Source: an optimization exercise on an open RTL-to-GDS flow (aim: a short achievable clock period and few clock cycles). Production flows keep margins and buffers that such runs may drop.
At most, simulation tests tie the RTL to the original design; equivalence was not proved.
Only the layout flow was run in runs 2 to 4; the RTL was not checked for function there.
Power and IR drop assume default switching activity.

==> design/flow/design.v <==
`default_nettype none
package pio_pkg;
   typedef struct packed {
      logic [5-1:0]  thr_id;
      logic [2-1:0]  buf_id;
      logic [3-1:0] size;
      logic [40-1:0] addr;
      logic [64-1:0] data;
   } ucb_req_t;
   typedef struct packed {
      logic [64-43-1:0] pad;
      logic [43-1:0]             map_addr;
   } pio_hdr_t;
   typedef union packed {
      pio_hdr_t                hdr;
      logic [64-1:0]  raw;
   } pio_payload_u;
   typedef struct packed {
      logic                   is_data;
      logic                   rw;         
      logic [1:0]             dest;
      logic [5-1:0]  thr_id;
      logic [2-1:0]  buf_id;
      logic [3-1:0] size;
      logic                   dword;      
      logic                   word_sel;   
      pio_payload_u           payload;
   } queue_word_t;
   typedef struct packed {
      logic                   rw;
      logic [1:0]             dest;
      logic [15:0]            be;
      logic [64-1:0] ad;
      logic [5-1:0]  thr_id;
      logic [2-1:0]  buf_id;
   } pio_out_t;
   typedef struct packed {
      logic [16-1:0] addr;
      logic [32-1:0]      data;
   } csr_wr_t;
endpackage
`default_nettype wire
`timescale 1ns/1ps
`default_nettype none
module pio_req_unit (
   input  wire logic        clk,
   input  wire logic        rst,
   input  wire logic [3:0]  max_pio,
   input  wire logic        rd_vld,
   input  wire logic        wr_vld,
   input  wire logic [4:0]  req_thr_id,
   input  wire logic [1:0]  req_buf_id,
   input  wire logic [2:0]  req_size,
   input  wire logic [39:0] req_addr,
   input  wire logic [63:0] req_data,
   output logic             req_accepted,
   output logic             csr_wr,
   output logic [15:0]      csr_wr_addr,
   output logic [31:0]      csr_wr_data,
   output logic [15:0]      csr_rd_addr,
   output logic             csr_rd_ack,
   output logic [4:0]       csr_ack_thr,
   output logic [1:0]       csr_ack_buf,
   input  wire logic        pio_pop,
   input  wire logic        rd_done,
   output logic             pio_req,
   output logic             pio_data_vld,
   output logic             pio_out_rw,
   output logic [1:0]       pio_out_dest,
   output logic [15:0]      pio_out_be,
   output logic [63:0]      pio_out_ad,
   output logic [4:0]       pio_out_thr_id,
   output logic [1:0]       pio_out_buf_id
);
   localparam int DEPTH = 16;
   localparam int AW    = 4;
   localparam int HW    = 1 + 2 + 16 + 43 + 5 + 2;
   localparam int WW    = 1 + HW;
   logic        hit;
   logic        vld;
   logic        space;
   logic        acc;
   logic        late_wr, late_rd;
   assign vld = rd_vld | wr_vld;
   assign hit = req_addr[39:24] == 16'h8000;
   assign acc = vld & ~hit & space;
   always_ff @(posedge clk) begin
      if (rst) begin
         late_wr <= 1'b0;
         late_rd <= 1'b0;
      end else begin
         late_wr <= wr_vld & hit & ~space & ~late_wr;
         late_rd <= rd_vld & hit & ~space & ~late_rd;
      end
   end
   assign req_accepted = vld & space | late_wr | late_rd;
   assign csr_wr       = wr_vld & hit & space | late_wr;
   assign csr_rd_ack   = rd_vld & hit & space | late_rd;
   assign csr_wr_addr  = req_addr[15:0];
   assign csr_wr_data  = req_data[31:0];
   assign csr_rd_addr  = req_addr[15:0];
   assign csr_ack_thr  = req_thr_id;
   assign csr_ack_buf  = req_buf_id;
   logic [42:0] map;
   logic [1:0]  dest;
   logic [7:0]  lane;
   logic [15:0] be;
   always_comb begin
      if (req_addr[39:32] == 8'h80) begin
         if (req_addr[31:28] == 4'h0) begin
            map = {15'h4000, req_addr[27:0]};
            if (req_addr[27:24] == 4'hE)      dest = 2'd2;
            else if (req_addr[27:24] == 4'hF) dest = 2'd3;
            else                              dest = 2'd1;
         end else begin
            map  = {11'h600, req_addr[31:0]};
            dest = 2'd0;
         end
      end else begin
         map = {3'h7, req_addr};
         if (req_addr[39:38] == 2'b11) dest = req_addr[37] ? 2'd3 : 2'd2;
         else                          dest = 2'd1;
      end
      case (req_size)
         3'd0:    lane = 8'h01;
         3'd1:    lane = 8'h03;
         3'd2:    lane = 8'h0f;
         default: lane = 8'hff;
      endcase
      lane = lane << req_addr[2:0];
      if (req_size == 3'd4)   be = 16'hffff;
      else if (req_addr[3])   be = {lane, 8'h00};
      else                    be = {8'h00, lane};
   end
   logic          c_vld, c_wr;
   logic [HW-1:0] c_hdr;
   logic [63:0]   c_data;
   always_ff @(posedge clk) begin
      if (rst)
         c_vld <= 1'b0;
      else
         c_vld <= acc;
      c_wr   <= wr_vld;
      c_hdr  <= {rd_vld, dest, be, req_thr_id, req_buf_id, map};
      c_data <= req_data;
   end
   logic [WW-1:0] mem [0:DEPTH-1];
   logic [AW-1:0] wptr, rptr, wptr1;
   logic [AW:0]   cnt;       
   logic [AW:0]   tot;       
   logic [AW:0]   tot_nxt;
   logic          take;
   logic [WW-1:0] head;
   assign wptr1 = wptr + 1'b1;
   assign head  = mem[rptr];
   always_ff @(posedge clk) begin
      if (c_vld) begin
         mem[wptr] <= {1'b0, c_hdr};
         if (c_wr)
            mem[wptr1] <= {1'b1, {(HW-64){1'b0}}, c_data};
      end
   end
   assign tot_nxt = tot + {{(AW-1){1'b0}}, acc & wr_vld, acc & rd_vld}
                        - {{AW{1'b0}}, take};
   always_ff @(posedge clk) begin
      if (rst) begin
         wptr  <= '0;
         rptr  <= '0;
         cnt   <= '0;
         tot   <= '0;
         space <= 1'b1;
      end else begin
         if (c_vld)
            wptr <= wptr + (c_wr ? 2'd2 : 2'd1);
         if (take)
            rptr <= rptr + 1'b1;
         cnt   <= cnt + {{(AW-1){1'b0}}, c_vld & c_wr, c_vld & ~c_wr}
                      - {{AW{1'b0}}, take};
         tot   <= tot_nxt;
         space <= tot_nxt <= (AW+1)'(DEPTH - 2);
      end
   end
   logic        o_hdr, o_dat, o_rw;
   logic [1:0]  o_dest;
   logic [15:0] o_be;
   logic [63:0] o_ad;
   logic [4:0]  o_thr;
   logic [1:0]  o_buf;
   logic        pop, free;
   logic        rd_pop;
   logic [4:0]  pend, pend_nxt;
   logic        o_hdr_nxt, o_rw_nxt;
   logic [15:0] ok;
   logic        wr_hdr;
   assign pop    = pio_pop & (o_hdr | o_dat);
   assign free   = ~(o_hdr | o_dat) | pop;
   assign take   = free & (cnt != '0);
   assign rd_pop = pop & o_hdr & o_rw;
   always_ff @(posedge clk) begin
      if (rst) begin
         o_hdr <= 1'b0;
         o_dat <= 1'b0;
      end else if (free) begin
         o_hdr <= take & ~head[WW-1];
         o_dat <= take & head[WW-1];
      end
   end
   always_ff @(posedge clk) begin
      if (take) begin
         {o_rw, o_dest, o_be, o_thr, o_buf} <= head[HW-1:43];
         o_ad[42:0]  <= head[42:0];
         o_ad[63:43] <= head[63:43] & {21{head[WW-1]}};
      end
   end
   always_comb begin
      pend_nxt = pend;
      if (rd_pop & ~rd_done)
         pend_nxt = pend + 1'b1;
      else if (~rd_pop & rd_done & (pend != '0))
         pend_nxt = pend - 1'b1;
   end
   assign o_hdr_nxt = free ? take & ~head[WW-1] : o_hdr;
   assign o_rw_nxt  = take ? head[HW-1] : o_rw;
   always_ff @(posedge clk) begin
      if (rst) begin
         pend   <= '0;
         ok     <= '0;
         wr_hdr <= 1'b0;
      end else begin
         pend   <= pend_nxt;
         wr_hdr <= o_hdr_nxt & ~o_rw_nxt;
         for (int m = 0; m < 16; m++)
            ok[m] <= o_hdr_nxt & o_rw_nxt & (pend_nxt <= 5'(m));
      end
   end
   assign pio_data_vld   = o_dat;
   always_comb begin
      pio_req = wr_hdr;
      for (int k = 0; k < 16; k++)
         pio_req = pio_req | (ok[k] & ((max_pio & 4'(k)) == 4'(k)));
   end
   assign pio_out_rw     = o_rw;
   assign pio_out_dest   = o_dest;
   assign pio_out_be     = o_be;
   assign pio_out_ad     = o_ad;
   assign pio_out_thr_id = o_thr;
   assign pio_out_buf_id = o_buf;
endmodule
`default_nettype wire
==> design/flow/run.sh <==
#!/bin/bash
# synth_recipe.tcl (not shown) runs the flow's synth.tcl, then flattens the netlist and writes it again
# the make line also repeats each setting of config.mk as NAME=value (left out here)
make -C /OpenROAD-flow-scripts/flow DESIGN_CONFIG=/design/flow/config.mk WORK_HOME=/design/flow/orfs CLKGATE_MAP_FILE= SYNTH_SCRIPT=/design/flow/synth_recipe.tcl finish
==> design/flow/config.mk <==
export PLATFORM = sky130hd
export DESIGN_NAME = pio_req_unit
export DESIGN_NICKNAME = pio_req_unit
export VERILOG_FILES = /design/flow/design.v
export SDC_FILE = /design/flow/constraint.sdc
export NUM_CORES = 4
export LEC_CHECK = 0
export CAP_MARGIN = 20
export CORE_MARGIN = 2
export CORE_UTILIZATION = 60
export SETUP_SLACK_MARGIN = 2.5
export SLEW_MARGIN = 20
export TNS_END_PERCENT = 100
==> design/flow/constraint.sdc <==
create_clock -name core_clock -period 5.0 [get_ports {clk}]
set_input_delay 1.0000 -clock core_clock [delete_from_list [all_inputs] [get_ports {clk}]]
set_output_delay 1.0000 -clock core_clock [all_outputs]
set_load 0.01 [all_outputs]
==> impl_metrics.env, run 1 <==
export IMPL_run_status="timing/DRC/antenna clean"
export IMPL_io_pins=290
export IMPL_fin_nets=4230
export IMPL_worst_slew_pin_transition_ns=1.24
export IMPL_routed_via_count=42500
export IMPL_first_global_vias=41200
export IMPL_ff2ff_path_depth=14
export IMPL_critical_path_reg2reg_startpoint="cnt[2]"
export IMPL_finalClockSkew_ns=0.0277
export IMPL_wirelength_um=217000
export IMPL_p_leak_nw=23.9
export IMPL_cts_sink_count=1393
export IMPL_n_fill_cell=6783
export IMPL_dp_hpwl_um=103000
export IMPL_htree_levels=4
export IMPL_maxSlewViolCount=0
export IMPL_synth_enable_flop_cells=1113
export IMPL_grt_first_pass_wirelength_um=302000
export IMPL_io_buffers=289
export IMPL_cts_bufs_inserted=146
export IMPL_register_area_um2=39100
export IMPL_setup_viol=0
export IMPL_maxClockFrequency_mhz=309
export IMPL_ctsLongestPathBuffers=3
export IMPL_worstSetupStartpoint="req_addr[36]"
export IMPL_yosys_warnings=1
export IMPL_detail_route_vias_per_cell=7.60
export IMPL_timing_slew_headroom=0.173
export IMPL_timing_hold_violations_final=0
export IMPL_synth_flop_cell="sky130_fd_sc_hd__edfxtp_1"
export IMPL_core_area_um2=103000
export IMPL_globalRoute_busiestLayer="met2"
export IMPL_power_per_cell_area_nw_per_um2=466
export IMPL_synth_top_cell_by_area="sky130_fd_sc_hd__edfxtp_1"
export IMPL_fraction_of_synthesized_cell_area_taken_by_the_top_area_cell_type=0.538
export IMPL_synth_common_cells="sky130_fd_sc_hd__edfxtp_1, sky130_fd_sc_hd__a22o_1, sky130_fd_sc_hd__clkbuf_1"
export IMPL_clock_tree_from_tritoncts="done"
export IMPL_floorplan_die_height_um=326
export IMPL_final_min_period_over_clock_period=0.647
export IMPL_placer_congestion_estimate=0.854
export IMPL_worstSetupPathType="primary input to primary output"
export IMPL_worst_setup_path_end_kind="primary output"
export IMPL_routed_wire_length_per_instance_um=38.8
export IMPL_drt_first_iter_violations=6517
export IMPL_die_width_um=326
export IMPL_whs_path_depth=1
export IMPL_starting_density_of_the_core=0.603
export IMPL_worst_vdd_drop_uv=333
export IMPL_ys_async_sr_fraction=0
export IMPL_die_area_um2=106000
export IMPL_share_of_synthesized_area_occupied_by_flip_flops_and_latches=0.628
export IMPL_synth_area_per_inst_um2=15.3
export IMPL_grt_setup_unrepaired="true"
export IMPL_syn_num_nets=4216
export IMPL_route_detailed_drc=0
export IMPL_use_met2=0.612
export IMPL_pin_count_of_the_biggest_net_entering_global_routing=69
export IMPL_synth_top_cells_by_area="sky130_fd_sc_hd__edfxtp_1, sky130_fd_sc_hd__a22o_1, sky130_fd_sc_hd__mux4_2, sky130_fd_sc_hd__dfxtp_1, sky130_fd_sc_hd__clkbuf_1"
export IMPL_crit_path_top_delay_cell="sky130_fd_sc_hd__nor4_4"
export IMPL_area_growth_synth_to_final_pct=16.6
export IMPL_critical_path_cell_chain="clkdlybuf4s15_1 > nor4_4 > nand4_1 > buf_6 > nor2_4 > a21o_1 > buf_2"
export IMPL_gr_total_overflow=0
export IMPL_post_route_cells_drive_above_1_share=0.256
export IMPL_clkSlewWorstSetupHoldPaths_ns=0.06
export IMPL_hold_buffers=0
export IMPL_power_total_w=0.0337
export IMPL_arrival_ns=2.23
export IMPL_min_delay_path_class="primary input to flop"
export IMPL_critical_path_peak_fanout=2
export IMPL_cp_max_stage_delay_ns=0.31
export IMPL_drt_pass1_iter_count=6
export IMPL_critical_path_startpoint_type="primary input"
export IMPL_drv_max_cap_violation_count=0
export IMPL_grt_antenna_before_repair=5
export IMPL_row_count=118
export IMPL_clockRootBuffer="sky130_fd_sc_hd__clkbuf_16"
export IMPL_grt_util_met1=0.542
export IMPL_final_setup_tns_ns=0
export IMPL_min_period_ns=3.23
export IMPL_clock_latency_ns=0.76
export IMPL_worstHoldStart="req_addr[28]"
export IMPL_cell_with_the_most_instances_after_synthesis="sky130_fd_sc_hd__edfxtp_1"
export IMPL_post_synth_num_cell_types=59
export IMPL_mappedNetlistArea_um2=62100
export IMPL_final_antenna_net_count=0
export IMPL_globalRouteTotalUtil=0.403
export IMPL_global_route_usage_met3=0.111
export IMPL_postSynthRegisterBits=1393
export IMPL_synth_cells=4071
export IMPL_critical_path_required_ns=4.00
export IMPL_multiInputGateArea_um2=21100
cell families after synthesis:
| logic type | after synthesis | synth area share |
|---|---|---|
| adders and majority gates | 21 | 0.00459 |
| and+or+nand+nor | 342 | 0.0254 |
| buffers and inverters | 730 | 0.0491 |
| DFF | 1393 | 0.628 |
| AOI/OAI and AO/OA | 1220 | 0.163 |
| xor gates and xnor gates | 12 | 0.00169 |
| muxes | 353 | 0.127 |
metrics by stage:
stage | instances | setup WS (ns) | hold WS (ns) | util | instance area [µm²]
floorplan | 4071 | 1.87 | 0.416 | - | 62500
global placement | 5155 | 0.933 | 0.425 | 0.635 | 65400
detailed placement | 5156 | 0.923 | 0.439 | 0.635 | 65400
CTS | 5542 | 1.76 | 0.327 | 0.696 | 71700
global route | 5585 | 1.73 | 0.334 | 0.703 | 72400
finish | 5588 | 1.77 | 0.359 | 0.703 | 72400
layout by cell type, fill, tap and decap left out, types with 8 or more instances in the layout:
cell,count
sky130_fd_sc_hd__ha_1,11
sky130_fd_sc_hd__buf_6,51
sky130_fd_sc_hd__edfxtp_1,1113
sky130_fd_sc_hd__buf_8,15
sky130_fd_sc_hd__buf_12,57
sky130_fd_sc_hd__clkdlybuf4s50_1,45
sky130_fd_sc_hd__nand2_1,164
sky130_fd_sc_hd__and2_1,23
sky130_fd_sc_hd__dfxtp_1,266
sky130_fd_sc_hd__or2_4,8
sky130_fd_sc_hd__a21oi_1,22
sky130_fd_sc_hd__a22o_1,1030
sky130_fd_sc_hd__dlygate4sd2_1,123
sky130_fd_sc_hd__a21o_1,22
sky130_fd_sc_hd__clkdlybuf4s15_1,25
sky130_fd_sc_hd__clkbuf_2,9
sky130_fd_sc_hd__clkbuf_16,159
sky130_fd_sc_hd__nor2_4,17
sky130_fd_sc_hd__clkdlybuf4s15_2,14
sky130_fd_sc_hd__clkbuf_1,41
sky130_fd_sc_hd__nor2_1,33
sky130_fd_sc_hd__dfxtp_4,8
sky130_fd_sc_hd__nand3_1,8
sky130_fd_sc_hd__clkbuf_8,20
sky130_fd_sc_hd__mux4_2,350
sky130_fd_sc_hd__inv_1,31
sky130_fd_sc_hd__clkinv_2,21
sky130_fd_sc_hd__buf_2,60
sky130_fd_sc_hd__clkinv_1,13
sky130_fd_sc_hd__buf_16,8
sky130_fd_sc_hd__a21oi_2,8
sky130_fd_sc_hd__buf_4,113
sky130_fd_sc_hd__o21ai_0,91
sky130_fd_sc_hd__bufinv_16,9
sky130_fd_sc_hd__nor3_2,9
layer usage:
layer / vias up / wire [µm]
li1: 16400 / -
met1: 21600 / 74200
met2: 3789 / 99000
met3: 716 / 31300
met4: 2 / 12000
met5: - / 13
final timing paths:
| check | to | slack, ns |
|---|---|---|
| setup reg to reg | space | 2.08 |
| hold reg to reg | mem[4][69] | 0.45 |
| hold / removal | c_hdr[28] | 0.36 |
| setup / recovery | csr_wr | 1.77 |
worst max-delay path, delay by kind of cell:
family / cells / cell delay, ns
AND/OR/NAND/NOR: 3 / 0.56
buffers and inverters: 3 / 0.53
AO/OA/AOI/OAI: 1 / 0.11
power by group:
group	switching, W	internal, W
Sequential	0.000722	0.0136
Clock	0.00454	0.00642
Combinational	0.00457	0.00390
Total	0.00983	0.0239
state kept, by name (all words and copies together), names as in the netlist, named ones only:
name	flops
cnt	5
late_rd	1
late_wr	1
c_wr	1
o_hdr	1
c_vld	1
o_be	16
pend	5
o_thr	5
mem	1120
rptr	4
o_dat	1
ok	16
o_ad	64
o_dest	2
c_hdr	68
wptr	4
o_buf	2
c_data	64
tot	5
o_rw	1
space	1
wr_hdr	1
what timing repair did:
action | in CTS | in global routing
pin swaps | 56 | 31
setup endpoints to repair | 2391 | 1336
buffers inserted | 95 | 37
gates cloned | 23 | 6
gates resized for setup | 714 | 99
final cells by class:
class | count | share of cell area
well taps | 1380 | 0.0238
repair inverters | 3 | 0.000466
clock buffers | 215 | 0.0593
diodes | 3 | 0.000104
repair buffers | 530 | 0.0763
flip-flops and latches | 1393 | 0.539
clock inverters | 53 | 0.00701
inverters | 45 | 0.00287
multi-input cells | 1966 | 0.291
Testbench counts, summed over its fixed seeds: cycles 7,368.
==> run 2: changes to the inputs <==
--- a/design/flow/design.v
+++ b/design/flow/design.v
@@ -81,20 +81,10 @@
    logic        space;
    logic        acc;
-   logic        late_wr, late_rd;
    assign vld = rd_vld | wr_vld;
    assign hit = req_addr[39:24] == 16'h8000;
    assign acc = vld & ~hit & space;
-   always_ff @(posedge clk) begin
-      if (rst) begin
-         late_wr <= 1'b0;
-         late_rd <= 1'b0;
-      end else begin
-         late_wr <= wr_vld & hit & ~space & ~late_wr;
-         late_rd <= rd_vld & hit & ~space & ~late_rd;
-      end
-   end
-   assign req_accepted = vld & space | late_wr | late_rd;
-   assign csr_wr       = wr_vld & hit & space | late_wr;
-   assign csr_rd_ack   = rd_vld & hit & space | late_rd;
+   assign req_accepted = vld & (hit | space);
+   assign csr_wr       = wr_vld & hit;
+   assign csr_rd_ack   = rd_vld & hit;
    assign csr_wr_addr  = req_addr[15:0];
    assign csr_wr_data  = req_data[31:0];
@@ -235,9 +225,5 @@
    end
    assign pio_data_vld   = o_dat;
-   always_comb begin
-      pio_req = wr_hdr;
-      for (int k = 0; k < 16; k++)
-         pio_req = pio_req | (ok[k] & ((max_pio & 4'(k)) == 4'(k)));
-   end
+   assign pio_req        = wr_hdr | ok[max_pio];
    assign pio_out_rw     = o_rw;
    assign pio_out_dest   = o_dest;
==> run 2 against run 1 <==
Critical path depth down 2; clock skew down 0.0027 ns; utilization down 0.92 points; sequential cell count down 2; combinational power down 12%; sequential share of layout area up 0.41 points; via count down 1.3%; count of clock-buffer cells in the layout down 10; clock power about the same; maximum frequency down 5.7%; design area down 0.88%; critical path type unchanged; critical endpoint is now pio_req; highest routed layer unchanged.
==> impl_metrics.env, run 2 <==
export IMPL_core_area_um2=103000
export IMPL_grt_first_pass_wirelength_um=291000
export IMPL_synth_cells=4113
export IMPL_final_util=0.694
export IMPL_finalClockSkew_ns=0.0250
export IMPL_postSynthRegisterBits=1391
export IMPL_synth_xor_area_share=0.00168
export IMPL_synth_top_cells_by_area="sky130_fd_sc_hd__edfxtp_1, sky130_fd_sc_hd__a22o_1, sky130_fd_sc_hd__mux4_2, sky130_fd_sc_hd__dfxtp_1, sky130_fd_sc_hd__clkbuf_1"
export IMPL_worst_vdd_drop_uv=366
export IMPL_ctsLongestPathBuffers=3
export IMPL_grt_antenna_before_repair=6
export IMPL_gr_total_overflow=0
export IMPL_timing_slew_headroom=0.278
export IMPL_cts_sink_count=1391
export IMPL_io_pins=290
export IMPL_htree_levels=4
export IMPL_routed_wire_length_per_instance_um=37.3
export IMPL_cts_bufs_inserted=147
export IMPL_dp_hpwl_um=102000
export IMPL_min_delay_path_class="primary input to flop"
export IMPL_critical_path_required_ns=4.00
export IMPL_ys_async_sr_fraction=0
export IMPL_yosys_area_share_adder=0.00456
export IMPL_synth_area_mux_share=0.128
export IMPL_critical_path_startpoint_type="primary input"
export IMPL_final_design_area_no_fill_um2=71800
export IMPL_clock_tree_from_tritoncts="done"
export IMPL_io_buffers=289
export IMPL_layout_common_cells="sky130_fd_sc_hd__edfxtp_1, sky130_fd_sc_hd__a22o_1, sky130_fd_sc_hd__mux4_2, sky130_fd_sc_hd__dfxtp_1, sky130_fd_sc_hd__nand2_1"
export IMPL_fraction_of_synthesized_cell_area_taken_by_the_top_area_cell_type=0.534
export IMPL_final_setup_tns_ns=0
export IMPL_post_synth_num_cell_types=68
export IMPL_largest_registers="mem: 1120 flops, c_hdr: 68 flops"
export IMPL_arrival_ns=2.43
export IMPL_row_count=118
export IMPL_grt_setup_unrepaired="true"
export IMPL_final_antenna_net_count=0
export IMPL_post_route_worst_setup_slack_ns=1.57
export IMPL_worst_setup_path_end_kind="primary output"
export IMPL_drv_max_cap_violation_count=0
export IMPL_final_min_period_over_clock_period=0.686
export IMPL_detail_route_vias_per_cell=7.53
export IMPL_share_of_synthesized_area_occupied_by_flip_flops_and_latches=0.623
export IMPL_drt_first_iter_violations=6724
export IMPL_starting_density_of_the_core=0.604
export IMPL_hold_buffers=0
export IMPL_synth_top_family_by_area="compound AO/OA/AOI/OAI gates"
export IMPL_place_ws_ns=0.637
export IMPL_n_fill_cell=6863
export IMPL_area_growth_synth_to_final_pct=14.8
export IMPL_maxSlewViolCount=0
export IMPL_first_global_vias=41100
export IMPL_floorplan_die_height_um=327
export IMPL_timing_hold_violations_final=0
export IMPL_cell_with_the_most_instances_after_synthesis="sky130_fd_sc_hd__edfxtp_1"
export IMPL_synth_compound_area_share=0.161
export IMPL_pin_count_of_the_biggest_net_entering_global_routing=65
export IMPL_worst_slew_pin_transition_ns=1.08
export IMPL_setup_viol=0
export IMPL_wirelength_um=208000
export IMPL_registers_top_by_ff_count="mem"
export IMPL_drt_pass1_iter_count=6
export IMPL_clockRootBuffer="sky130_fd_sc_hd__clkbuf_16"
export IMPL_die_area_um2=107000
export IMPL_fin_nets=4202
export IMPL_die_width_um=327
export IMPL_clock_latency_ns=0.76
export IMPL_min_period_ns=3.43
export IMPL_postPlaceCellArea_um2=65700
export IMPL_yosys_warnings=1
export IMPL_p_leak_nw=26.4
export IMPL_post_route_cells_drive_above_1_share=0.241
export IMPL_placer_congestion_estimate=0.872
export IMPL_maxClockFrequency_mhz=291
export IMPL_worstSetupPathType="primary input to primary output"
export IMPL_synth_enable_flop_cells=1113
export IMPL_routed_via_count=41900
export IMPL_syn_num_nets=4258
export IMPL_globalRouteTotalUtil=0.383
export IMPL_mappedNetlistArea_um2=62500
export IMPL_route_detailed_drc=0
export IMPL_run_status="timing/DRC/antenna clean"
export IMPL_synth_top_cell_by_area="sky130_fd_sc_hd__edfxtp_1"
export IMPL_synth_common_cells="sky130_fd_sc_hd__edfxtp_1, sky130_fd_sc_hd__a22o_1, sky130_fd_sc_hd__clkbuf_1, sky130_fd_sc_hd__mux4_2, sky130_fd_sc_hd__dfxtp_1"
export IMPL_synth_simple_area_share=0.0305
export IMPL_leading_cell_type_in_the_layout_fill_and_taps_excluded="sky130_fd_sc_hd__edfxtp_1"
export IMPL_largest_register_ff_count=1120
export IMPL_power_per_cell_area_nw_per_um2=456
export IMPL_clkSlewWorstSetupHoldPaths_ns=0.06
export IMPL_synth_flop_cell="sky130_fd_sc_hd__edfxtp_1"
export IMPL_critical_path_peak_fanout=4
export IMPL_synth_area_per_inst_um2=15.2
==> run 2: cell types whose count changed in the layout (fill, tap and decap cells not counted), moves of 9 or more <==
cell and delta:
sky130_fd_sc_hd__buf_4 -22, sky130_fd_sc_hd__a22o_1 -19, sky130_fd_sc_hd__o21ai_0 +21, sky130_fd_sc_hd__inv_1 -9, sky130_fd_sc_hd__clkbuf_1 -10, sky130_fd_sc_hd__nand2_1 +35
sky130_fd_sc_hd__buf_12 -18, sky130_fd_sc_hd__clkinv_2 +12, sky130_fd_sc_hd__nor2_1 +10, sky130_fd_sc_hd__buf_6 -19
==> run 2: what timing repair did <==
action                                 4_1_cts  5_1_grt
endpoints found under the hold margin        0        0
setup buffers                               47       17
gates resized for setup                    650       75
pin swaps                                   24       13
gates cloned                                 9        7
setup endpoints to repair                 2156      931
==> run 2: metal layers <==
metal,vias up,wire length (µm),GRT usage
li1,16300,-,-
met1,21400,71400,0.504
met2,3495,97400,0.609
met3,689,27300,0.0899
met4,2,11400,0.181
met5,-,13,0
==> run 2: metrics by stage <==
stage | total power, W | hold WS, ns | cells
after floorplan | 0.0188 | 0.424 | 4113
after global placement | 0.0211 | 0.434 | 5208
after detailed placement | 0.0212 | 0.447 | 5208
after CTS | 0.0322 | 0.318 | 5535
after global routing | 0.0337 | 0.340 | 5560
final | 0.0328 | 0.354 | 5561
==> run 2: kinds of logic (layout without fill, tap and decap cells) <==
kind of cell               Yosys count  count (layout)
xor gates and xnor gates            12              12
and+or+nand+nor                    390             392
muxes                              360             360
DFF                               1391            1391
buffers and inverters              725             787
other                                0               2
adders and majority gates           21              21
AOI/OAI and AO/OA                 1214            1216
==> run 2: path summary, 6_finish.rpt <==
path	startpoint	to	slack, ns	cells after the start
worst min-delay path	req_addr[26]	c_hdr[26]	0.35	1
worst min register to register	mem[6][67]	mem[6][67]	0.46	2
worst max-delay path	max_pio[1]	pio_req	1.57	5
worst max register to register	cnt[2]	cnt[4]	2.12	16
==> run 2: area by class of cell <==
type,count,area [µm²],share of cell area
multi-input combinational,2001,21100,0.293
clock buffer,205,4260,0.0593
tap,1380,1730,0.0240
sequential,1391,39000,0.543
timing repair buffer,482,5030,0.0700
clock inverter,66,567,0.00789
inverter,34,149,0.00207
antenna,2,5.00,0.0000697
==> run 2: power by group <==
group | internal, W | switching (W)
sequential | 0.0136 | 0.000722
clock | 0.00645 | 0.00451
combinational | 0.00345 | 0.00403
total | 0.0235 | 0.00927
==> run 2: critical path: stages <==
cell and delay (ns):
sky130_fd_sc_hd__clkdlybuf4s15_1 0.26, sky130_fd_sc_hd__mux4_2 0.33, sky130_fd_sc_hd__mux4_2 0.48, sky130_fd_sc_hd__or2_4 0.24
sky130_fd_sc_hd__buf_6 0.12
==> run 3: changes to the inputs <==
--- a/design/flow/design.v
+++ b/design/flow/design.v
@@ -81,10 +81,20 @@
    logic        space;
    logic        acc;
+   logic        late_wr, late_rd;
    assign vld = rd_vld | wr_vld;
    assign hit = req_addr[39:24] == 16'h8000;
    assign acc = vld & ~hit & space;
-   assign req_accepted = vld & (hit | space);
-   assign csr_wr       = wr_vld & hit;
-   assign csr_rd_ack   = rd_vld & hit;
+   always_ff @(posedge clk) begin
+      if (rst) begin
+         late_wr <= 1'b0;
+         late_rd <= 1'b0;
+      end else begin
+         late_wr <= wr_vld & hit & ~space & ~late_wr;
+         late_rd <= rd_vld & hit & ~space & ~late_rd;
+      end
+   end
+   assign req_accepted = vld & space | late_wr | late_rd;
+   assign csr_wr       = wr_vld & hit & space | late_wr;
+   assign csr_rd_ack   = rd_vld & hit & space | late_rd;
    assign csr_wr_addr  = req_addr[15:0];
    assign csr_wr_data  = req_data[31:0];
@@ -135,25 +145,43 @@
       c_data <= req_data;
    end
-   logic [WW-1:0] mem [0:DEPTH-1];
-   logic [AW-1:0] wptr, rptr, wptr1;
-   logic [AW:0]   cnt;       
-   logic [AW:0]   tot;       
-   logic [AW:0]   tot_nxt;
-   logic          take;
-   logic [WW-1:0] head;
-   assign wptr1 = wptr + 1'b1;
-   assign head  = mem[rptr];
-   always_ff @(posedge clk) begin
-      if (c_vld) begin
-         mem[wptr] <= {1'b0, c_hdr};
-         if (c_wr)
-            mem[wptr1] <= {1'b1, {(HW-64){1'b0}}, c_data};
-      end
-   end
-   assign tot_nxt = tot + {{(AW-1){1'b0}}, acc & wr_vld, acc & rd_vld}
-                        - {{AW{1'b0}}, take};
-   always_ff @(posedge clk) begin
-      if (rst) begin
-         wptr  <= '0;
+   logic [WW-1:0]    mem [0:DEPTH-1];
+   logic [DEPTH-1:0] wsel;             
+   logic [DEPTH-1:0] we_h, we_d;       
+   logic [AW-1:0]    rptr;
+   logic [DEPTH:1]   cnt;              
+   logic [DEPTH:1]   tot;              
+   logic             take;
+   logic [WW-1:0]    head;
+   logic [DEPTH-1:0] wsel_nxt;
+   assign head = mem[rptr];
+   always_ff @(posedge clk) begin
+      for (int i = 0; i < DEPTH; i++) begin
+         if (we_h[i])
+            mem[i] <= {1'b0, c_hdr};
+         else if (we_d[i])
+            mem[i] <= {1'b1, {(HW-64){1'b0}}, c_data};
+      end
+   end
+   always_comb begin
+      if (~c_vld)
+         wsel_nxt = wsel;
+      else if (c_wr)
+         wsel_nxt = {wsel[DEPTH-3:0], wsel[DEPTH-1:DEPTH-2]};
+      else
+         wsel_nxt = {wsel[DEPTH-2:0], wsel[DEPTH-1]};
+   end
+   always_ff @(posedge clk) begin
+      if (rst) begin
+         wsel <= {{(DEPTH-1){1'b0}}, 1'b1};
+         we_h <= '0;
+         we_d <= '0;
+      end else begin
+         wsel <= wsel_nxt;
+         we_h <= wsel_nxt & {DEPTH{acc}};
+         we_d <= {wsel_nxt[DEPTH-2:0], wsel_nxt[DEPTH-1]} & {DEPTH{acc & wr_vld}};
+      end
+   end
+   always_ff @(posedge clk) begin
+      if (rst) begin
          rptr  <= '0;
          cnt   <= '0;
@@ -161,12 +189,31 @@
          space <= 1'b1;
       end else begin
-         if (c_vld)
-            wptr <= wptr + (c_wr ? 2'd2 : 2'd1);
          if (take)
             rptr <= rptr + 1'b1;
-         cnt   <= cnt + {{(AW-1){1'b0}}, c_vld & c_wr, c_vld & ~c_wr}
-                      - {{AW{1'b0}}, take};
-         tot   <= tot_nxt;
-         space <= tot_nxt <= (AW+1)'(DEPTH - 2);
+         case ({c_vld, c_wr, take})
+            3'b110:  cnt <= {cnt[DEPTH-2:1], 2'b11};
+            3'b100,
+            3'b111:  cnt <= {cnt[DEPTH-1:1], 1'b1};
+            3'b001,
+            3'b011:  cnt <= {1'b0, cnt[DEPTH:2]};
+            3'b101:  cnt <= cnt;
+            default: cnt <= cnt;
+         endcase
+         case ({acc, wr_vld, take})
+            3'b110:  tot <= {tot[DEPTH-2:1], 2'b11};
+            3'b100,
+            3'b111:  tot <= {tot[DEPTH-1:1], 1'b1};
+            3'b001,
+            3'b011:  tot <= {1'b0, tot[DEPTH:2]};
+            default: tot <= tot;
+         endcase
+         case ({acc, wr_vld, take})
+            3'b110:  space <= ~tot[DEPTH-3];
+            3'b100,
+            3'b111:  space <= ~tot[DEPTH-2];
+            3'b001,
+            3'b011:  space <= ~tot[DEPTH];
+            default: space <= ~tot[DEPTH-1];
+         endcase
       end
    end
@@ -179,5 +226,5 @@
    logic        pop, free;
    logic        rd_pop;
-   logic [4:0]  pend, pend_nxt;
+   logic [16:1] pend, pend_nxt;        
    logic        o_hdr_nxt, o_rw_nxt;
    logic [15:0] ok;
@@ -185,5 +232,5 @@
    assign pop    = pio_pop & (o_hdr | o_dat);
    assign free   = ~(o_hdr | o_dat) | pop;
-   assign take   = free & (cnt != '0);
+   assign take   = free & cnt[1];
    assign rd_pop = pop & o_hdr & o_rw;
    always_ff @(posedge clk) begin
@@ -206,7 +253,7 @@
       pend_nxt = pend;
       if (rd_pop & ~rd_done)
-         pend_nxt = pend + 1'b1;
-      else if (~rd_pop & rd_done & (pend != '0))
-         pend_nxt = pend - 1'b1;
+         pend_nxt = {pend[15:1], 1'b1};
+      else if (~rd_pop & rd_done)
+         pend_nxt = {1'b0, pend[16:2]};
    end
    assign o_hdr_nxt = free ? take & ~head[WW-1] : o_hdr;
@@ -221,9 +268,13 @@
          wr_hdr <= o_hdr_nxt & ~o_rw_nxt;
          for (int m = 0; m < 16; m++)
-            ok[m] <= o_hdr_nxt & o_rw_nxt & (pend_nxt <= 5'(m));
+            ok[m] <= o_hdr_nxt & o_rw_nxt & ~pend_nxt[m+1];
       end
    end
    assign pio_data_vld   = o_dat;
-   assign pio_req        = wr_hdr | ok[max_pio];
+   always_comb begin
+      pio_req = wr_hdr;
+      for (int k = 0; k < 16; k++)
+         pio_req = pio_req | (ok[k] & ((max_pio & 4'(k)) == 4'(k)));
+   end
    assign pio_out_rw     = o_rw;
    assign pio_out_dest   = o_dest;
==> run 3 against run 2 <==
Via count increased by 12%; still clean on timing, DRC and antenna; clock skew increased by 0.0022 ns; register-to-register slack gained 0.17 ns; critical path type unchanged; largest cell class unchanged; total power fell by 2.7%; count of clock-buffer cells in the layout increased by 7.
==> impl_metrics.env, run 3 <==
export IMPL_run_status="timing/DRC/antenna clean"
export IMPL_route_detailed_drc=0
export IMPL_worst_slew_pin_transition_ns=1.15
export IMPL_fraction_of_synthesized_cell_area_taken_by_the_top_area_cell_type=0.541
export IMPL_arrival_ns=2.88
export IMPL_grt_setup_unrepaired="true"
export IMPL_place_detailed_instances=6044
export IMPL_routed_via_count=46800
export IMPL_seq_power_share=0.493
export IMPL_drv_max_cap_violation_count=0
export IMPL_syn_num_nets=4843
export IMPL_globalRouteTotalUtil=0.428
export IMPL_switching_share=0.272
export IMPL_min_delay_path_class="primary input to flop"
export IMPL_io_pins=290
export IMPL_largest_register_ff_count=1120
export IMPL_synth_common_cells="sky130_fd_sc_hd__edfxtp_1, sky130_fd_sc_hd__mux2_2, sky130_fd_sc_hd__clkbuf_1"
export IMPL_min_period_ns=3.88
export IMPL_worstSetupPathType="primary input to primary output"
export IMPL_power_per_cell_area_nw_per_um2=407
export IMPL_post_route_worst_setup_slack_ns=1.12
export IMPL_die_width_um=336
export IMPL_dp_hpwl_um=121000
export IMPL_synth_top_cell_by_area="sky130_fd_sc_hd__edfxtp_1"
export IMPL_p_leak_nw=26.5
export IMPL_registers_top_by_ff_count="mem"
export IMPL_yosys_warnings=2
export IMPL_post_route_cells_drive_above_1_share=0.388
export IMPL_gr_total_overflow=0
export IMPL_synth_enable_flop_cells=1193
export IMPL_maxSlewViolCount=0
export IMPL_starting_density_of_the_core=0.607
export IMPL_leading_cell_type_in_the_layout_fill_and_taps_excluded="sky130_fd_sc_hd__edfxtp_1"
export IMPL_routed_wire_length_per_instance_um=37.6
export IMPL_ys_async_sr_fraction=0
export IMPL_maxClockFrequency_mhz=258
export IMPL_timing_slew_headroom=0.233
export IMPL_worst_vdd_drop_uv=405
export IMPL_share_of_synthesized_area_occupied_by_flip_flops_and_latches=0.623
export IMPL_final_antenna_net_count=0
export IMPL_power_net_switching_w=0.00866
export IMPL_timing_hold_violations_final=0
export IMPL_post_synth_num_cell_types=85
export IMPL_critical_path_required_ns=4.00
export IMPL_die_area_um2=113000
export IMPL_clock_tree_from_tritoncts="done"
export IMPL_synth_cells=4715
export IMPL_drt_pass1_iter_count=7
export IMPL_critical_path_peak_fanout=2
export IMPL_grt_antenna_before_repair=15
export IMPL_setup_viol=0
export IMPL_area_growth_synth_to_final_pct=18.1
export IMPL_io_buffers=289
export IMPL_proportion_of_power_drawn_by_the_clock_network=0.355
export IMPL_largest_registers="mem: 1120 flops, c_hdr: 68 flops"
export IMPL_cts_sink_count=1466
export IMPL_pin_count_of_the_biggest_net_entering_global_routing=61
export IMPL_clock_latency_ns=0.79
export IMPL_detail_route_vias_per_cell=7.17
export IMPL_final_util=0.717
export IMPL_drt_first_iter_violations=7501
export IMPL_synth_top_cells_by_area="sky130_fd_sc_hd__edfxtp_1, sky130_fd_sc_hd__mux2_2, sky130_fd_sc_hd__dfxtp_1, sky130_fd_sc_hd__a22oi_1, sky130_fd_sc_hd__clkbuf_1"
export IMPL_synth_flop_cell="sky130_fd_sc_hd__edfxtp_1"
export IMPL_ctsLongestPathBuffers=3
export IMPL_row_count=121
export IMPL_htree_levels=4
export IMPL_cell_with_the_most_instances_after_synthesis="sky130_fd_sc_hd__edfxtp_1"
export IMPL_wirelength_um=246000
export IMPL_synth_area_per_inst_um2=14.1
export IMPL_floorplan_die_height_um=336
export IMPL_mappedNetlistArea_um2=66300
export IMPL_finalNonFillerCells=6531
export IMPL_final_design_area_no_fill_um2=78300
export IMPL_power_internal_w=0.0232
export IMPL_cts_bufs_inserted=153
export IMPL_finalClockSkew_ns=0.0271
export IMPL_core_area_um2=109000
export IMPL_postSynthRegisterBits=1466
export IMPL_critical_path_startpoint_type="primary input"
export IMPL_place_ws_ns=0.335
export IMPL_fin_nets=5052
export IMPL_final_setup_tns_ns=0
export IMPL_final_min_period_over_clock_period=0.775
export IMPL_clockRootBuffer="sky130_fd_sc_hd__clkbuf_16"
export IMPL_grt_first_pass_wirelength_um=338000
export IMPL_worst_setup_path_end_kind="primary output"
export IMPL_postPlaceCellArea_um2=69900
export IMPL_pwr_share_comb=0.152
export IMPL_layout_common_cells="sky130_fd_sc_hd__edfxtp_1, sky130_fd_sc_hd__mux2_2, sky130_fd_sc_hd__dfxtp_1, sky130_fd_sc_hd__a22oi_1, sky130_fd_sc_hd__nor2_1"
export IMPL_first_global_vias=44400
export IMPL_clkSlewWorstSetupHoldPaths_ns=0.05
export IMPL_placer_congestion_estimate=0.821
-- run 3: power by group through the flow --
stage	Sequential [W]	Combinational (W)	Clock, W
final	0.0157	0.00484	0.0113
after detailed placement	0.0159	0.00413	0
after CTS	0.0156	0.00452	0.0113
after global routing	0.0158	0.00494	0.0118
after global placement	0.0159	0.00407	0
after floorplan	0.0153	0.00268	0
-- run 3: metal layers --
metal  vias up  wire, µm  track usage
met5         -       119            0
met4        20     17200        0.271
met3       936     33300        0.112
met2      3735    108000        0.636
met1     23500     87500        0.562
li1      18600         -            -
-- run 3: layout make-up --
class                           instances  area (µm²)
Antenna cell                            6        15.0
Fill cell                            7418       30900
Timing Repair Buffer                  600        6220
Sequential cell                      1466       41400
Inverter                               23         118
Clock inverter                         68         522
Tap cell                             1476        1850
Multi-Input combinational cell       2680       23800
Clock buffer                          212        4380
-- run 3: critical path: stages --
cell and delay (ns):
sky130_fd_sc_hd__clkdlybuf4s15_2 0.26, sky130_fd_sc_hd__or4_4 0.53, sky130_fd_sc_hd__nor4_4 0.47, sky130_fd_sc_hd__buf_6 0.25, sky130_fd_sc_hd__buf_6 0.13, sky130_fd_sc_hd__a31o_4 0.13, sky130_fd_sc_hd__buf_6 0.09
-- run 3: what timing repair did --
| action | in CTS | in global routing |
|---|---|---|
| cloned | 26 | 4 |
| setup endpoints to repair | 913 | 147 |
| buffers inserted | 128 | 43 |
| hold buffers | 0 | 0 |
| gates resized for setup | 779 | 159 |
| hold endpoints to repair | 0 | 0 |
| pin swaps | 74 | 78 |
-- run 3: logic make-up (layout without fill, tap and decap cells) --
kind of cell | count (synthesis) | in the layout | synth area share
compound gates | 862 | 863 | 0.0944
mux | 1127 | 1127 | 0.190
simple gates | 666 | 682 | 0.0525
other cells | 0 | 6 | 0
xor+xnor | 4 | 4 | 0.000529
flops | 1466 | 1466 | 0.623
fa+ha+maj | 4 | 4 | 0.000755
buf+inv | 586 | 903 | 0.0387
-- run 3: metrics by stage --
stage / total power, W / hold WS, ns
4_1_cts: 0.0315 / 0.298
3_3_place_gp: 0.0199 / 0.443
5_1_grt: 0.0325 / 0.323
6_report: 0.0319 / 0.328
3_5_place_dp: 0.0200 / 0.445
2_1_floorplan: 0.0180 / 0.420
-- run 3: final timing paths --
kind	end	depth (start not counted)	start	slack, ns
max	csr_rd_ack	7	req_addr[27]	1.12
min	c_hdr[36]	1	req_addr[36]	0.33
max reg2reg	ok[11]	13	rptr[0]	2.29
min reg2reg	mem[1][69]	2	we_d[1]	0.48
==> run 4: changes to the inputs <==
==> design/flow/flow/run.sh (new file) <==
#!/bin/bash
# Standard layout, with the port buffers made from regular buffers instead of
# delay cells and cell sizing free to change a cell's footprint.
set -euo pipefail
bash standard.sh MATCH_CELL_FOOTPRINT=0 \
   "BUFFER_PORTS_ARGS=-buffer_cell sky130_fd_sc_hd__buf_4" \
   finish > make_finish.log 2>&1
==> design/flow/standard.sh (new file) <==
#!/bin/bash
# synth_recipe.tcl (not shown) runs the flow's synth.tcl, then flattens the netlist and writes it again
# the make line also repeats each setting of config.mk as NAME=value (left out here)
make -C /OpenROAD-flow-scripts/flow DESIGN_CONFIG=/design/flow/config.mk WORK_HOME=/design/flow/orfs CLKGATE_MAP_FILE= SYNTH_SCRIPT=/design/flow/synth_recipe.tcl "${@:-finish}"
removed: design/flow/run.sh
==> run 4 against run 3 <==
Total power increased by 0.69%; routed wire length about the same; utilization decreased by 0.57 points; register-to-register slack improved by 0.04 ns; critical endpoint is now csr_wr; critical path type unchanged; design area decreased by 0.80%; synthesized area unchanged; via count decreased by 0.57%; still clean; sequential cell count unchanged.
==> impl_metrics.env, run 4 <==
export IMPL_min_delay_path_class="primary input to flop"
export IMPL_run_status="timing/DRC/antenna clean"
export IMPL_final_setup_tns_ns=0
export IMPL_post_route_cells_drive_above_1_share=0.417
export IMPL_ys_async_sr_fraction=0
export IMPL_synth_cells=4715
export IMPL_multiInputGateArea_um2=23500
export IMPL_whs_path_depth=1
export IMPL_io_buffers=289
export IMPL_io_pins=290
export IMPL_yosys_warnings=2
export IMPL_path_common_cell="sky130_fd_sc_hd__buf_6"
export IMPL_worst_vdd_drop_uv=329
export IMPL_globalRouteTotalUtil=0.427
export IMPL_first_global_vias=44300
export IMPL_synth_top_cells_by_area="sky130_fd_sc_hd__edfxtp_1, sky130_fd_sc_hd__mux2_2, sky130_fd_sc_hd__dfxtp_1, sky130_fd_sc_hd__a22oi_1, sky130_fd_sc_hd__clkbuf_1"
export IMPL_finalNonFillerCells=6512
export IMPL_maxSlewViolCount=0
export IMPL_layout_common_cells="sky130_fd_sc_hd__edfxtp_1, sky130_fd_sc_hd__mux2_2, sky130_fd_sc_hd__buf_4, sky130_fd_sc_hd__dfxtp_1, sky130_fd_sc_hd__a22oi_1"
export IMPL_critical_path_startpoint_type="primary input"
export IMPL_gr_total_overflow=0
export IMPL_ctsLongestPathBuffers=3
export IMPL_post_synth_num_cell_types=85
export IMPL_power_per_cell_area_nw_per_um2=413
export IMPL_syn_num_nets=4843
export IMPL_timing_hold_violations_final=0
export IMPL_route_detailed_drc=0
export IMPL_grt_setup_unrepaired="true"
export IMPL_worstSetupPathType="primary input to primary output"
export IMPL_grt_first_pass_wirelength_um=338000
export IMPL_maxClockFrequency_mhz=284
export IMPL_setup_viol=0
export IMPL_critical_path_peak_fanout=4
export IMPL_p_leak_nw=26.4
export IMPL_critical_path_required_ns=4.00
export IMPL_min_period_ns=3.52
export IMPL_met2_wirelength_um=107000
export IMPL_final_antenna_net_count=0
export IMPL_synth_top_cell_by_area="sky130_fd_sc_hd__edfxtp_1"
export IMPL_final_util=0.711
export IMPL_htree_levels=4
export IMPL_cts_sink_count=1466
export IMPL_core_area_um2=109000
export IMPL_n_fill_cell=7377
export IMPL_timing_slew_headroom=0.162
export IMPL_ff2ff_path_depth=13
export IMPL_clock_tree_from_tritoncts="done"
export IMPL_share_of_synthesized_area_occupied_by_flip_flops_and_latches=0.623
export IMPL_routed_wire_length_per_instance_um=37.7
export IMPL_leading_cell_type_in_the_layout_fill_and_taps_excluded="sky130_fd_sc_hd__edfxtp_1"
export IMPL_register_area_um2=41400
export IMPL_synth_common_cells="sky130_fd_sc_hd__edfxtp_1, sky130_fd_sc_hd__mux2_2, sky130_fd_sc_hd__clkbuf_1"
export IMPL_die_area_um2=113000
export IMPL_clockRootBuffer="sky130_fd_sc_hd__clkbuf_16"
export IMPL_synth_enable_flop_cells=1193
export IMPL_clock_latency_ns=0.78
export IMPL_area_growth_synth_to_final_pct=17.2
export IMPL_placer_congestion_estimate=0.826
export IMPL_finalClockSkew_ns=0.0226
export IMPL_pin_count_of_the_biggest_net_entering_global_routing=93
export IMPL_wirelength_um=246000
export IMPL_arrival_ns=2.52
export IMPL_fin_nets=5030
export IMPL_top_layer_used="met5"
export IMPL_hold_buffers=0
export IMPL_postSynthRegisterBits=1466
export IMPL_drt_first_iter_violations=7576
export IMPL_dp_hpwl_um=119000
export IMPL_die_width_um=336
export IMPL_floorplan_die_height_um=336
export IMPL_drv_max_cap_violation_count=0
export IMPL_critical_path_cell_chain="buf_6 > or4_4 > nor4_4 > buf_6 > a31o_4 > buf_6"
export IMPL_synth_area_per_inst_um2=14.1
export IMPL_largest_registers="mem: 1120 flops, c_hdr: 68 flops"
export IMPL_routedLengthMet1_um=86900
export IMPL_final_min_period_over_clock_period=0.704
export IMPL_row_count=121
export IMPL_met3WireLength_um=36700
export IMPL_fraction_of_synthesized_cell_area_taken_by_the_top_area_cell_type=0.541
export IMPL_power_total_w=0.0321
export IMPL_worst_slew_pin_transition_ns=1.26
export IMPL_cts_bufs_inserted=154
export IMPL_drt_pass1_iter_count=8
export IMPL_registers_top_by_ff_count="mem"
export IMPL_mappedNetlistArea_um2=66300
export IMPL_starting_density_of_the_core=0.607
export IMPL_largest_register_ff_count=1120
export IMPL_detail_route_vias_per_cell=7.15
export IMPL_synth_flop_cell="sky130_fd_sc_hd__edfxtp_1"
export IMPL_worst_setup_path_end_kind="primary output"
export IMPL_crit_path_top_delay_cell="sky130_fd_sc_hd__or4_4"
export IMPL_place_detailed_instances=6039
export IMPL_grt_antenna_before_repair=13
export IMPL_cell_with_the_most_instances_after_synthesis="sky130_fd_sc_hd__edfxtp_1"
export IMPL_cp_max_stage_delay_ns=0.56
export IMPL_routed_via_count=46500
export IMPL_clkSlewWorstSetupHoldPaths_ns=0.06
## run 4: cell types whose count changed in the layout (fill, tap and decap cells not counted), sizes merged
cell / previous run / this run
buf: 375 / 563
dlygate4sd2: 130 / 0
clkdlybuf4s50: 45 / 0
clkbuf: 219 / 255
clkdlybuf4s15: 34 / 0
clkinv: 60 / 32
inv: 18 / 29
bufbuf: 8 / 0
diode: 6 / 2
and3b: 11 / 10
clkinvlp: 5 / 4
dlymetal6s2s: 1 / 0
o21ai: 118 / 117
or2: 48 / 47
## run 4: path summary, 6_finish.rpt
path | from | to | slack [ns]
min reg2reg | we_d[8] | mem[8][69] | 0.47
max reg2reg | rptr[0] | o_ad[51] | 2.33
max | req_addr[25] | csr_wr | 1.48
min | req_data[46] | c_data[46] | 0.32
## run 4: worst max-delay path, delay by kind of cell
kind            cells  cell delay (ns)
buf+inv             3             0.43
compound gates      1             0.18
simple gates        2             0.89
## run 4: cell families (layout without fill, tap and decap cells)
kind of cell,Yosys count,after routing,synth area share
flip-flops,1466,1466,0.623
multiplexers,1127,1127,0.190
AO/OA/AOI/OAI,862,862,0.0944
AND/OR/NAND/NOR,666,680,0.0525
buffers and inverters,586,891,0.0387
adder cells (fa/ha/maj),4,4,0.000755
XOR/XNOR,4,4,0.000529
other,0,2,0
## run 4: metrics by stage
| stage | instance area (µm²) | setup slack [ns] | hold WS [ns] |
|---|---|---|---|
| after floorplan | 66400 | 1.37 | 0.420 |
| after global placement | 69300 | 1.29 | 0.440 |
| after detailed placement | 69300 | 1.29 | 0.441 |
| after CTS | 76400 | 1.48 | 0.291 |
| after global routing | 77600 | 1.45 | 0.306 |
| final | 77600 | 1.48 | 0.320 |
## run 4: power by group
part | leakage, nW | internal, W | switching [W]
sequential | 13.3 | 0.0147 | 0.000946
combinational | 10.6 | 0.00193 | 0.00289
clock | 2.48 | 0.00671 | 0.00487
## run 4: what timing repair did
action / in CTS / in global routing
buffers inserted: 108 / 43
resized for setup: 173 / 121
gates cloned: 20 / 11
setup endpoints to repair: 541 / 190
pin swaps: 48 / 64
## run 4: per-layer routing
metal,track usage,vias to the layer above
li1,-,18600
met1,0.571,23300
met2,0.634,3801
met3,0.127,811
met4,0.217,20
met5,0.00468,-
## run 4: final cells by class
class                      instances  share of cell area
clock inverter                    50             0.00627
multi-input combinational       2677               0.303
inverter                          23             0.00127
clock buffer                     238              0.0588
antenna                            2           0.0000645
tap                             1476              0.0238
timing repair buffer             580              0.0744
sequential                      1466               0.533

-- re-timing with driven ports --
How much do the figures lean on ideal ports? The routed layouts below were timed once more, with nothing changed but the port constraints.
Step 1, drivers: a clkbuf_16 drives clk and a buf_2 each remaining input, both assumed.
Step 2 times the ports against the registers' clock, not the clock port: input delays grow and output delays shrink by t, the midpoint of the rising clock arrivals with the driver on.
a / b / c = ideal / step 1 / step 2; a / b = the first two.
| run | shift t [ns] | slack for setup (ns) | worst setup path after step 2 | latest minus earliest clock arrival (ns) |
|---|---|---|---|---|
| run 1 | 0.819 | 1.766 / 1.735 / 1.032 | input to register | 0.036 / 0.036 |
| run 2 | 0.827 | 1.569 / 1.520 / 1.388 | input to register | 0.026 / 0.025 |
| run 3 | 0.855 | 1.123 / 1.085 / 1.085 | input to output | 0.029 / 0.029 |
| run 4 | 0.846 | 1.479 / 1.418 / 1.418 | input to output | 0.030 / 0.030 |
After both steps every run listed still meets setup and hold. For run 1, which loses most, drivers alone change the setup slack by -0.031 ns; drivers and shift together by -0.734 ns.
